This is an optimization exercise on Yosys and OpenROAD, whose aim is small area, a short achievable clock period and few clock cycles, not a production implementation. RTL that was checked went through simulation tests only; none was proved equivalent to the original. No activity file was given, so power comes from the tool's default toggle rates.

==> ember: inputs <==
==> flow/design.v <==
package bfrv_pkg;
  localparam int unsigned MODE_W   = 2;
  localparam int unsigned VALUE_W  = 32;
  localparam int unsigned STATUS_W = 2;
  localparam int unsigned OCC_W    = 5;
  localparam int unsigned LIMIT_W  = 5;
  localparam int unsigned DEPTH_DEF      = 16;
  localparam int unsigned DATA_WIDTH_DEF = 32;
  localparam logic [LIMIT_W-1:0] LIMIT_RESET = 5'd16;
  localparam logic [MODE_W-1:0] MODE_PUSH   = 2'd0;
  localparam logic [MODE_W-1:0] MODE_POP    = 2'd1;
  localparam logic [MODE_W-1:0] MODE_REMOVE = 2'd2;
  localparam logic [STATUS_W-1:0] ST_DONE      = 2'd0;
  localparam logic [STATUS_W-1:0] ST_FULL      = 2'd1;
  localparam logic [STATUS_W-1:0] ST_EMPTY     = 2'd2;
  localparam logic [STATUS_W-1:0] ST_NOT_FOUND = 2'd3;
  typedef struct packed {
    logic [MODE_W-1:0]  mode;
    logic [VALUE_W-1:0] value;
  } req_t;
  typedef struct packed {
    logic [STATUS_W-1:0] status;
    logic [VALUE_W-1:0]  popped_value;
    logic [OCC_W-1:0]    occupancy;
  } rsp_t;
  typedef struct packed {
    logic load;     
    logic shift;    
    logic cmp_en;   
  } cell_ctrl_t;
endpackage
import bfrv_pkg::*;
module bfrv_cell #(
  parameter int unsigned DATA_WIDTH = DATA_WIDTH_DEF
) (
  input  logic                  clk_i,
  input  logic                  shift_i,     
  input  logic [DATA_WIDTH-1:0] prev_i,      
  input  logic [DATA_WIDTH-1:0] cmp_data_i,  
  output logic [DATA_WIDTH-1:0] data_o,
  output logic                  eq_o
);
  logic [DATA_WIDTH-1:0] data_q;
  always_ff @(posedge clk_i) begin
    if (shift_i) begin
      data_q <= prev_i;
    end
  end
  assign data_o = data_q;
  assign eq_o   = (data_q == cmp_data_i);
endmodule
import bfrv_pkg::*;
module bfrv_seek #(
  parameter int unsigned DEPTH = DEPTH_DEF
) (
  input  logic [DEPTH-1:0] req_i,
  output logic [DEPTH-1:0] onehot_o,
  output logic             found_o
);
  logic [DEPTH-1:0] above;
  always_comb begin
    above[DEPTH-1] = 1'b0;
    for (int i = DEPTH - 2; i >= 0; i--) begin
      above[i] = above[i+1] | req_i[i+1];
    end
  end
  assign onehot_o = req_i & ~above;
  assign found_o  = |req_i;
endmodule
import bfrv_pkg::*;
module bounded_fifo_with_remove_by_value #(
  parameter int unsigned DEPTH      = DEPTH_DEF,
  parameter int unsigned DATA_WIDTH = DATA_WIDTH_DEF
) (
  input  logic               clk_i,
  input  logic               rst_ni,
  input  logic               cfg_we_i,
  input  logic [LIMIT_W-1:0] cfg_wdata_i,
  input  logic               in_valid_i,
  output logic               in_stall_o,
  input  logic [MODE_W+VALUE_W-1:0]          in_word_i,
  output logic               out_valid_o,
  input  logic               out_stall_i,
  output logic [STATUS_W+VALUE_W+OCC_W-1:0] out_word_o
);
  localparam int unsigned CNT_W = $clog2(DEPTH + 1);
  localparam int unsigned CMP_W = (CNT_W > LIMIT_W) ? CNT_W : LIMIT_W;
  localparam int unsigned RSP_W = STATUS_W + VALUE_W + OCC_W;
  logic [MODE_W-1:0]          mode0;
  logic [DATA_WIDTH-1:0]      val0;
  logic                  v1_q;
  logic [MODE_W-1:0]     mode1_q;
  logic [DATA_WIDTH-1:0] val1_q;
  logic [DEPTH-1:0]      m1_q;
  logic                  r1_free;
  logic [DEPTH-1:0]      vld_q, vld_d;
  logic [CNT_W-1:0]      cnt_q, cnt_d;
  logic [LIMIT_W-1:0]    limit_q;
  logic                  room_q, room_d;
  logic [DATA_WIDTH-1:0] cell_data [DEPTH];
  logic [DEPTH-1:0]      cell_eq;
  logic [DEPTH-1:0]      below_full;    
  logic [DEPTH-1:0]      shift_en;
  logic [DEPTH-1:0]      m_next;
  logic                  eq01;
  logic                  fire;
  logic                  is_push, is_pop, is_remove;
  logic                  room, push_ok;
  logic [DEPTH-1:0]      old_oh, hit_oh, hit_vec, clr;
  logic                  any_vld, found;
  logic [STATUS_W-1:0]   res_status;
  logic [VALUE_W-1:0]    res_value;
  logic [RSP_W-1:0]      res;
  logic                  ov_q, sv_q;
  logic [RSP_W-1:0]      ow_q, sw_q;
  logic                  deliver;
  assign r1_free    = ~(v1_q & sv_q);
  assign in_stall_o = ~r1_free;
  assign mode0      = in_word_i[MODE_W+VALUE_W-1:VALUE_W];
  assign val0       = DATA_WIDTH'(in_word_i[VALUE_W-1:0]);
  assign eq01    = (val0 == val1_q);
  for (genvar i = 0; i < DEPTH; i++) begin : g_fwd
    if (i == 0) begin : g_first
      assign m_next[i] = shift_en[i] ? eq01 : cell_eq[i];
    end else begin : g_rest
      assign m_next[i] = shift_en[i] ? cell_eq[i-1] : cell_eq[i];
    end
  end
  always_ff @(posedge clk_i or negedge rst_ni) begin
    if (!rst_ni) begin
      v1_q <= 1'b0;
    end else if (r1_free) begin
      v1_q <= in_valid_i;
    end
  end
  always_ff @(posedge clk_i) begin
    if (r1_free) begin
      mode1_q <= mode0;
      val1_q  <= val0;
      m1_q    <= m_next;
    end
  end
  assign fire      = v1_q & ~sv_q;
  assign is_push   = (mode1_q == MODE_PUSH);
  assign is_pop    = (mode1_q == MODE_POP);
  assign is_remove = (mode1_q == MODE_REMOVE);
  assign room      = room_q;
  assign push_ok   = fire & is_push & room;
  always_comb begin
    below_full[0] = 1'b1;
    for (int i = 1; i < DEPTH; i++) begin
      below_full[i] = below_full[i-1] & vld_q[i-1];
    end
  end
  assign shift_en = {DEPTH{push_ok}} & below_full;
  for (genvar i = 0; i < DEPTH; i++) begin : g_cell
    logic [DATA_WIDTH-1:0] prev;
    if (i == 0) begin : g_first
      assign prev = val1_q;
    end else begin : g_rest
      assign prev = cell_data[i-1];
    end
    bfrv_cell #(
      .DATA_WIDTH (DATA_WIDTH)
    ) u_cell (
      .clk_i      (clk_i),
      .shift_i    (shift_en[i]),
      .prev_i     (prev),
      .cmp_data_i (val0),
      .data_o     (cell_data[i]),
      .eq_o       (cell_eq[i])
    );
  end
  bfrv_seek #(.DEPTH(DEPTH)) u_oldest (
    .req_i    (vld_q),
    .onehot_o (old_oh),
    .found_o  (any_vld)
  );
  assign hit_vec = m1_q & vld_q;
  bfrv_seek #(.DEPTH(DEPTH)) u_hit (
    .req_i    (hit_vec),
    .onehot_o (hit_oh),
    .found_o  (found)
  );
  always_comb begin
    clr = '0;
    if (fire & is_pop) clr = old_oh;
    if (fire & is_remove) clr = hit_oh;
  end
  always_comb begin
    for (int i = 0; i < DEPTH; i++) begin
      if (shift_en[i]) begin
        vld_d[i] = (i == 0) ? 1'b1 : vld_q[(i == 0) ? 0 : i-1];
      end else begin
        vld_d[i] = vld_q[i] & ~clr[i];
      end
    end
  end
  always_comb begin
    res_value = '0;
    for (int i = 0; i < DEPTH; i++) begin
      res_value = res_value | ({VALUE_W{old_oh[i]}} & VALUE_W'(cell_data[i]));
    end
    if (!is_pop) res_value = '0;
  end
  always_comb begin
    cnt_d      = cnt_q;
    res_status = ST_DONE;
    if (is_push) begin
      if (room) cnt_d = cnt_q + CNT_W'(1);
      else      res_status = ST_FULL;
    end else if (is_pop) begin
      if (any_vld) cnt_d = cnt_q - CNT_W'(1);
      else         res_status = ST_EMPTY;
    end else if (is_remove) begin
      if (found) cnt_d = cnt_q - CNT_W'(1);
      else       res_status = ST_NOT_FOUND;
    end
  end
  assign res = {res_status, res_value, OCC_W'(cnt_d)};
  always_ff @(posedge clk_i or negedge rst_ni) begin
    if (!rst_ni) begin
      vld_q   <= '0;
      cnt_q   <= '0;
    end else if (fire) begin
      vld_q   <= vld_d;
      cnt_q   <= cnt_d;
    end
  end
  always_ff @(posedge clk_i or negedge rst_ni) begin
    if (!rst_ni) begin
      limit_q <= LIMIT_RESET;
    end else if (cfg_we_i) begin
      limit_q <= cfg_wdata_i;
    end
  end
  always_comb begin
    if (cfg_we_i) begin
      room_d = (cnt_q < CNT_W'(DEPTH)) & (CMP_W'(cnt_q) < CMP_W'(cfg_wdata_i));
    end else begin
      room_d = (cnt_d < CNT_W'(DEPTH)) & (CMP_W'(cnt_d) < CMP_W'(limit_q));
    end
  end
  always_ff @(posedge clk_i or negedge rst_ni) begin
    if (!rst_ni) begin
      room_q <= 1'b1;
    end else if (fire || cfg_we_i) begin
      room_q <= room_d;
    end
  end
  assign out_valid_o = ov_q;
  assign out_word_o  = ow_q;
  assign deliver     = ov_q & ~out_stall_i;
  always_ff @(posedge clk_i or negedge rst_ni) begin
    if (!rst_ni) begin
      ov_q <= 1'b0;
      sv_q <= 1'b0;
    end else begin
      if (sv_q) begin
        if (deliver) sv_q <= 1'b0;
      end else if (fire && ov_q && !deliver) begin
        sv_q <= 1'b1;
      end
      if (!ov_q || deliver) begin
        ov_q <= sv_q | fire;
      end
    end
  end
  always_ff @(posedge clk_i) begin
    if (!ov_q || deliver) begin
      ow_q <= sv_q ? sw_q : res;
    end
    if (!sv_q && fire && ov_q && !deliver) begin
      sw_q <= res;
    end
  end
endmodule
==> flow/run.sh <==
#!/bin/bash
# synth_recipe.tcl (not shown) runs the flow's synth.tcl, then flattens the netlist and writes it again
# the make line also repeats each setting of config.mk as NAME=value (left out here)
make -C /OpenROAD-flow-scripts/flow DESIGN_CONFIG=/design/flow/config.mk WORK_HOME=/design/flow/orfs CLKGATE_MAP_FILE= SYNTH_SCRIPT=/design/flow/synth_recipe.tcl finish
==> flow/config.mk <==
export PLATFORM = sky130hd
export DESIGN_NAME = bounded_fifo_with_remove_by_value
export DESIGN_NICKNAME = bounded_fifo_with_remove_by_value
export VERILOG_FILES = /design/flow/design.v
export SDC_FILE = /design/flow/constraint.sdc
export NUM_CORES = 4
export LEC_CHECK = 0
export CAP_MARGIN = 20
export CORE_MARGIN = 2
export CORE_UTILIZATION = 40
export SETUP_SLACK_MARGIN = 2.6
export SLEW_MARGIN = 20
==> flow/constraint.sdc <==
create_clock -name core_clock -period 5.0 [get_ports {clk_i}]
set_input_delay 1.0000 -clock core_clock [delete_from_list [all_inputs] [get_ports {clk_i}]]
set_output_delay 1.0000 -clock core_clock [all_outputs]
set_load 0.01 [all_outputs]
==> inputs of zinc, as changes to ember <==
--- a/flow/design.v
+++ b/flow/design.v
@@ -56,14 +56,12 @@
   input  logic [DEPTH-1:0] req_i,
-  output logic [DEPTH-1:0] onehot_o,
-  output logic             found_o
+  output logic [DEPTH-1:0] onehot_o
 );
-  logic [DEPTH-1:0] above;
   always_comb begin
-    above[DEPTH-1] = 1'b0;
-    for (int i = DEPTH - 2; i >= 0; i--) begin
-      above[i] = above[i+1] | req_i[i+1];
+    for (int i = 0; i < DEPTH; i++) begin
+      onehot_o[i] = req_i[i];
+      for (int j = i + 1; j < DEPTH; j++) begin
+        onehot_o[i] = onehot_o[i] & ~req_i[j];
+      end
     end
   end
-  assign onehot_o = req_i & ~above;
-  assign found_o  = |req_i;
 endmodule
@@ -88,4 +86,4 @@
   localparam int unsigned RSP_W = STATUS_W + VALUE_W + OCC_W;
-  logic [MODE_W-1:0]          mode0;
-  logic [DATA_WIDTH-1:0]      val0;
+  logic [MODE_W-1:0]     mode0;
+  logic [DATA_WIDTH-1:0] val0;
   logic                  v1_q;
@@ -95,2 +93,4 @@
   logic                  r1_free;
+  logic                  stall_q;
+  logic                  pr_q;         
   logic [DEPTH-1:0]      vld_q, vld_d;
@@ -98,6 +98,7 @@
   logic [LIMIT_W-1:0]    limit_q;
-  logic                  room_q, room_d;
+  logic                  room_q, room_d;    
+  logic                  any_q, any_d;      
   logic [DATA_WIDTH-1:0] cell_data [DEPTH];
   logic [DEPTH-1:0]      cell_eq;
-  logic [DEPTH-1:0]      below_full;    
+  logic [DEPTH-1:0]      below_full;        
   logic [DEPTH-1:0]      shift_en;
@@ -107,5 +108,9 @@
   logic                  is_push, is_pop, is_remove;
-  logic                  room, push_ok;
-  logic [DEPTH-1:0]      old_oh, hit_oh, hit_vec, clr;
-  logic                  any_vld, found;
+  logic                  push_ok, dec;
+  logic [DEPTH-1:0]      old_q, old_d;      
+  logic [DEPTH-1:0]      next_old;          
+  logic                  old_clr;
+  logic [DEPTH-1:0]      hit_oh, hit_vec, clr;
+  logic                  found;
+  logic                  room_inc, room_dec;
   logic [STATUS_W-1:0]   res_status;
@@ -113,10 +118,10 @@
   logic [RSP_W-1:0]      res;
-  logic                  ov_q, sv_q;
+  logic                  ov_q, sv_q, sv_d;
   logic [RSP_W-1:0]      ow_q, sw_q;
   logic                  deliver;
-  assign r1_free    = ~(v1_q & sv_q);
-  assign in_stall_o = ~r1_free;
+  assign r1_free    = ~stall_q;
+  assign in_stall_o = stall_q;
   assign mode0      = in_word_i[MODE_W+VALUE_W-1:VALUE_W];
   assign val0       = DATA_WIDTH'(in_word_i[VALUE_W-1:0]);
-  assign eq01    = (val0 == val1_q);
+  assign eq01       = (val0 == val1_q);
   for (genvar i = 0; i < DEPTH; i++) begin : g_fwd
@@ -146,8 +151,9 @@
   assign is_remove = (mode1_q == MODE_REMOVE);
-  assign room      = room_q;
-  assign push_ok   = fire & is_push & room;
+  assign push_ok   = pr_q & ~sv_q;
   always_comb begin
-    below_full[0] = 1'b1;
-    for (int i = 1; i < DEPTH; i++) begin
-      below_full[i] = below_full[i-1] & vld_q[i-1];
+    for (int i = 0; i < DEPTH; i++) begin
+      below_full[i] = 1'b1;
+      for (int j = 0; j < i; j++) begin
+        below_full[i] = below_full[i] & vld_q[j];
+      end
     end
@@ -173,12 +179,34 @@
   end
-  bfrv_seek #(.DEPTH(DEPTH)) u_oldest (
-    .req_i    (vld_q),
-    .onehot_o (old_oh),
-    .found_o  (any_vld)
+  bfrv_seek #(.DEPTH(DEPTH)) u_next_old (
+    .req_i    (vld_q & ~old_q),
+    .onehot_o (next_old)
   );
+  assign old_clr = (is_pop & any_q) | (is_remove & ((m1_q & old_q) != '0));
+  always_comb begin
+    old_d = old_q;
+    if (is_push && room_q) begin
+      if (!any_q) begin
+        old_d = DEPTH'(1);
+      end else begin
+        for (int i = 1; i < DEPTH; i++) begin
+          old_d[i] = below_full[i] ? old_q[i-1] : old_q[i];
+        end
+        old_d[0] = 1'b0;
+      end
+    end else if (old_clr) begin
+      old_d = next_old;
+    end
+  end
+  always_ff @(posedge clk_i or negedge rst_ni) begin
+    if (!rst_ni) begin
+      old_q <= '0;
+    end else if (fire) begin
+      old_q <= old_d;
+    end
+  end
   assign hit_vec = m1_q & vld_q;
+  assign found   = |hit_vec;
   bfrv_seek #(.DEPTH(DEPTH)) u_hit (
     .req_i    (hit_vec),
-    .onehot_o (hit_oh),
-    .found_o  (found)
+    .onehot_o (hit_oh)
   );
@@ -186,4 +214,4 @@
     clr = '0;
-    if (fire & is_pop) clr = old_oh;
-    if (fire & is_remove) clr = hit_oh;
+    if (is_pop)    clr = old_q;
+    if (is_remove) clr = hit_oh;
   end
@@ -201,3 +229,3 @@
     for (int i = 0; i < DEPTH; i++) begin
-      res_value = res_value | ({VALUE_W{old_oh[i]}} & VALUE_W'(cell_data[i]));
+      res_value = res_value | ({VALUE_W{old_q[i]}} & VALUE_W'(cell_data[i]));
     end
@@ -205,16 +233,26 @@
   end
+  assign dec      = (is_pop & any_q) | (is_remove & found);
+  assign room_inc = (CNT_W'(cnt_q + CNT_W'(1)) < CNT_W'(DEPTH))
+                    & (CMP_W'(cnt_q + CNT_W'(1)) < CMP_W'(limit_q));
+  assign room_dec = (CMP_W'(cnt_q) <= CMP_W'(DEPTH)) & (CMP_W'(cnt_q) <= CMP_W'(limit_q));
   always_comb begin
-    cnt_d      = cnt_q;
-    res_status = ST_DONE;
-    if (is_push) begin
-      if (room) cnt_d = cnt_q + CNT_W'(1);
-      else      res_status = ST_FULL;
-    end else if (is_pop) begin
-      if (any_vld) cnt_d = cnt_q - CNT_W'(1);
-      else         res_status = ST_EMPTY;
-    end else if (is_remove) begin
-      if (found) cnt_d = cnt_q - CNT_W'(1);
-      else       res_status = ST_NOT_FOUND;
+    cnt_d  = cnt_q;
+    room_d = room_q;
+    any_d  = any_q;
+    if (is_push && room_q) begin
+      cnt_d  = cnt_q + CNT_W'(1);
+      room_d = room_inc;
+      any_d  = 1'b1;
+    end else if (dec) begin
+      cnt_d  = cnt_q - CNT_W'(1);
+      room_d = room_dec;
+      any_d  = (cnt_q != CNT_W'(1));
     end
   end
+  always_comb begin
+    res_status = ST_DONE;
+    if (is_push && !room_q)      res_status = ST_FULL;
+    if (is_pop && !any_q)        res_status = ST_EMPTY;
+    if (is_remove && !found)     res_status = ST_NOT_FOUND;
+  end
   assign res = {res_status, res_value, OCC_W'(cnt_d)};
@@ -222,7 +260,9 @@
     if (!rst_ni) begin
-      vld_q   <= '0;
-      cnt_q   <= '0;
+      vld_q <= '0;
+      cnt_q <= '0;
+      any_q <= 1'b0;
     end else if (fire) begin
-      vld_q   <= vld_d;
-      cnt_q   <= cnt_d;
+      vld_q <= vld_d;
+      cnt_q <= cnt_d;
+      any_q <= any_d;
     end
@@ -236,7 +276,9 @@
   end
+  logic room_next;
   always_comb begin
+    room_next = room_q;
     if (cfg_we_i) begin
-      room_d = (cnt_q < CNT_W'(DEPTH)) & (CMP_W'(cnt_q) < CMP_W'(cfg_wdata_i));
-    end else begin
-      room_d = (cnt_d < CNT_W'(DEPTH)) & (CMP_W'(cnt_d) < CMP_W'(limit_q));
+      room_next = (cnt_q < CNT_W'(DEPTH)) & (CMP_W'(cnt_q) < CMP_W'(cfg_wdata_i));
+    end else if (fire) begin
+      room_next = room_d;
     end
@@ -246,4 +288,8 @@
       room_q <= 1'b1;
-    end else if (fire || cfg_we_i) begin
-      room_q <= room_d;
+      pr_q   <= 1'b0;
+    end else begin
+      room_q <= room_next;
+      if (r1_free) begin
+        pr_q <= in_valid_i & (mode0 == MODE_PUSH) & room_next;
+      end
     end
@@ -253,12 +299,17 @@
   assign deliver     = ov_q & ~out_stall_i;
+  always_comb begin
+    sv_d = sv_q;
+    if (sv_q) begin
+      if (deliver) sv_d = 1'b0;
+    end else if (fire && ov_q && !deliver) begin
+      sv_d = 1'b1;
+    end
+  end
   always_ff @(posedge clk_i or negedge rst_ni) begin
     if (!rst_ni) begin
-      ov_q <= 1'b0;
-      sv_q <= 1'b0;
+      ov_q    <= 1'b0;
+      sv_q    <= 1'b0;
+      stall_q <= 1'b0;
     end else begin
-      if (sv_q) begin
-        if (deliver) sv_q <= 1'b0;
-      end else if (fire && ov_q && !deliver) begin
-        sv_q <= 1'b1;
-      end
+      sv_q <= sv_d;
       if (!ov_q || deliver) begin
@@ -266,2 +317,3 @@
       end
+      stall_q <= sv_d & (r1_free ? in_valid_i : v1_q);
     end
==> flow/flow/run.sh (new file) <==
#!/bin/bash
set -euo pipefail
export BUFFER_PORTS_ARGS="-buffer_cell sky130_fd_sc_hd__buf_2"
bash standard.sh > standard_flow.log 2>&1
==> flow/standard.sh (new file) <==
#!/bin/bash
# synth_recipe.tcl (not shown) runs the flow's synth.tcl, then flattens the netlist and writes it again
# the make line also repeats each setting of config.mk as NAME=value (left out here)
make -C /OpenROAD-flow-scripts/flow DESIGN_CONFIG=/design/flow/config.mk WORK_HOME=/design/flow/orfs CLKGATE_MAP_FILE= SYNTH_SCRIPT=/design/flow/synth_recipe.tcl "${@:-finish}"
--- a/flow/config.mk
+++ b/flow/config.mk
@@ -9,4 +9,8 @@
 export CORE_MARGIN = 2
-export CORE_UTILIZATION = 40
-export SETUP_SLACK_MARGIN = 2.6
+export CORE_UTILIZATION = 55
+export CTS_CLUSTER_DIAMETER = 80
+export CTS_CLUSTER_SIZE = 22
+export PLACE_DENSITY = 0.8
+export SETUP_SLACK_MARGIN = 2.8
 export SLEW_MARGIN = 20
+export TNS_END_PERCENT = 0
removed: flow/run.sh
==> summary.txt <==
item	zinc	ember
Wire length reported by the detailed router	150200 microns	124400 microns
Count of clock tree sinks	689	670
M3 GR Usage	0.2155	0.04508
Total length of routed met3 wires	25850 microns	9763 microns
Combinational logic power	4.79 mW	3.27 mW
Wire length on met2	60110 microns	57760 microns
Result of the run	timing/DRC/antenna clean	timing/DRC/antenna clean
Storage cell area	20470 sq um	19990 sq um
Setup crit end	ow_q[21]$_DFFE_PP_	room_q$_DFFE_PN1P_
Number of register bits inferred by synthesis	689	670
Number of fill cells	4501	6660
Final core utilization	0.6142	0.5188
Basic-gate share of the synthesized area counting and, or, nand and nor cells	0.07070	0.09003
Comb_multi_in	1473	1586
Total power	15.69 mW	15.50 mW
Non-clock buffering overhead	0.03489	0.09440
Compound-cell area share of the yosys netlist	0.1034	0.1016
Net Count, Synth	2404	2496
Clock network latency to the later pin of the worst-skew pair	640 ps	660 ps
Testbench counts of zinc, summed over its fixed seeds: cycles 12,016.
For ember, only the layout was checked, not whether the RTL still works.

[what the ideal ports hide]
No port has a modelled driver above. Below, the same layouts with a new extraction and two added sets of constraints.
Step 1 assumes that a clkbuf_16 drives the clock port and a buf_2 every other input.
Step 2 adds t to the input delays and takes it off the output delays; t is the mean of the earliest and latest rising clock arrival at the registers after step 1. Input paths then give back, and output paths get back, about the clock's delay inside the block.
Three values: no drivers, after step 1, after step 2; two values: the first two.
run	t (ns)	setup slack, ns	worst setup path at the end	pins driven straight from the clock port
ember	0.705	1.469 / 1.469 / 1.469	register to register	1
zinc	0.683	2.336 / 2.336 / 1.742	input to register	1
After both steps every run listed still meets setup and hold. For zinc, which loses most, drivers alone change the setup slack by 0.000 ns; drivers and shift together by -0.594 ns.
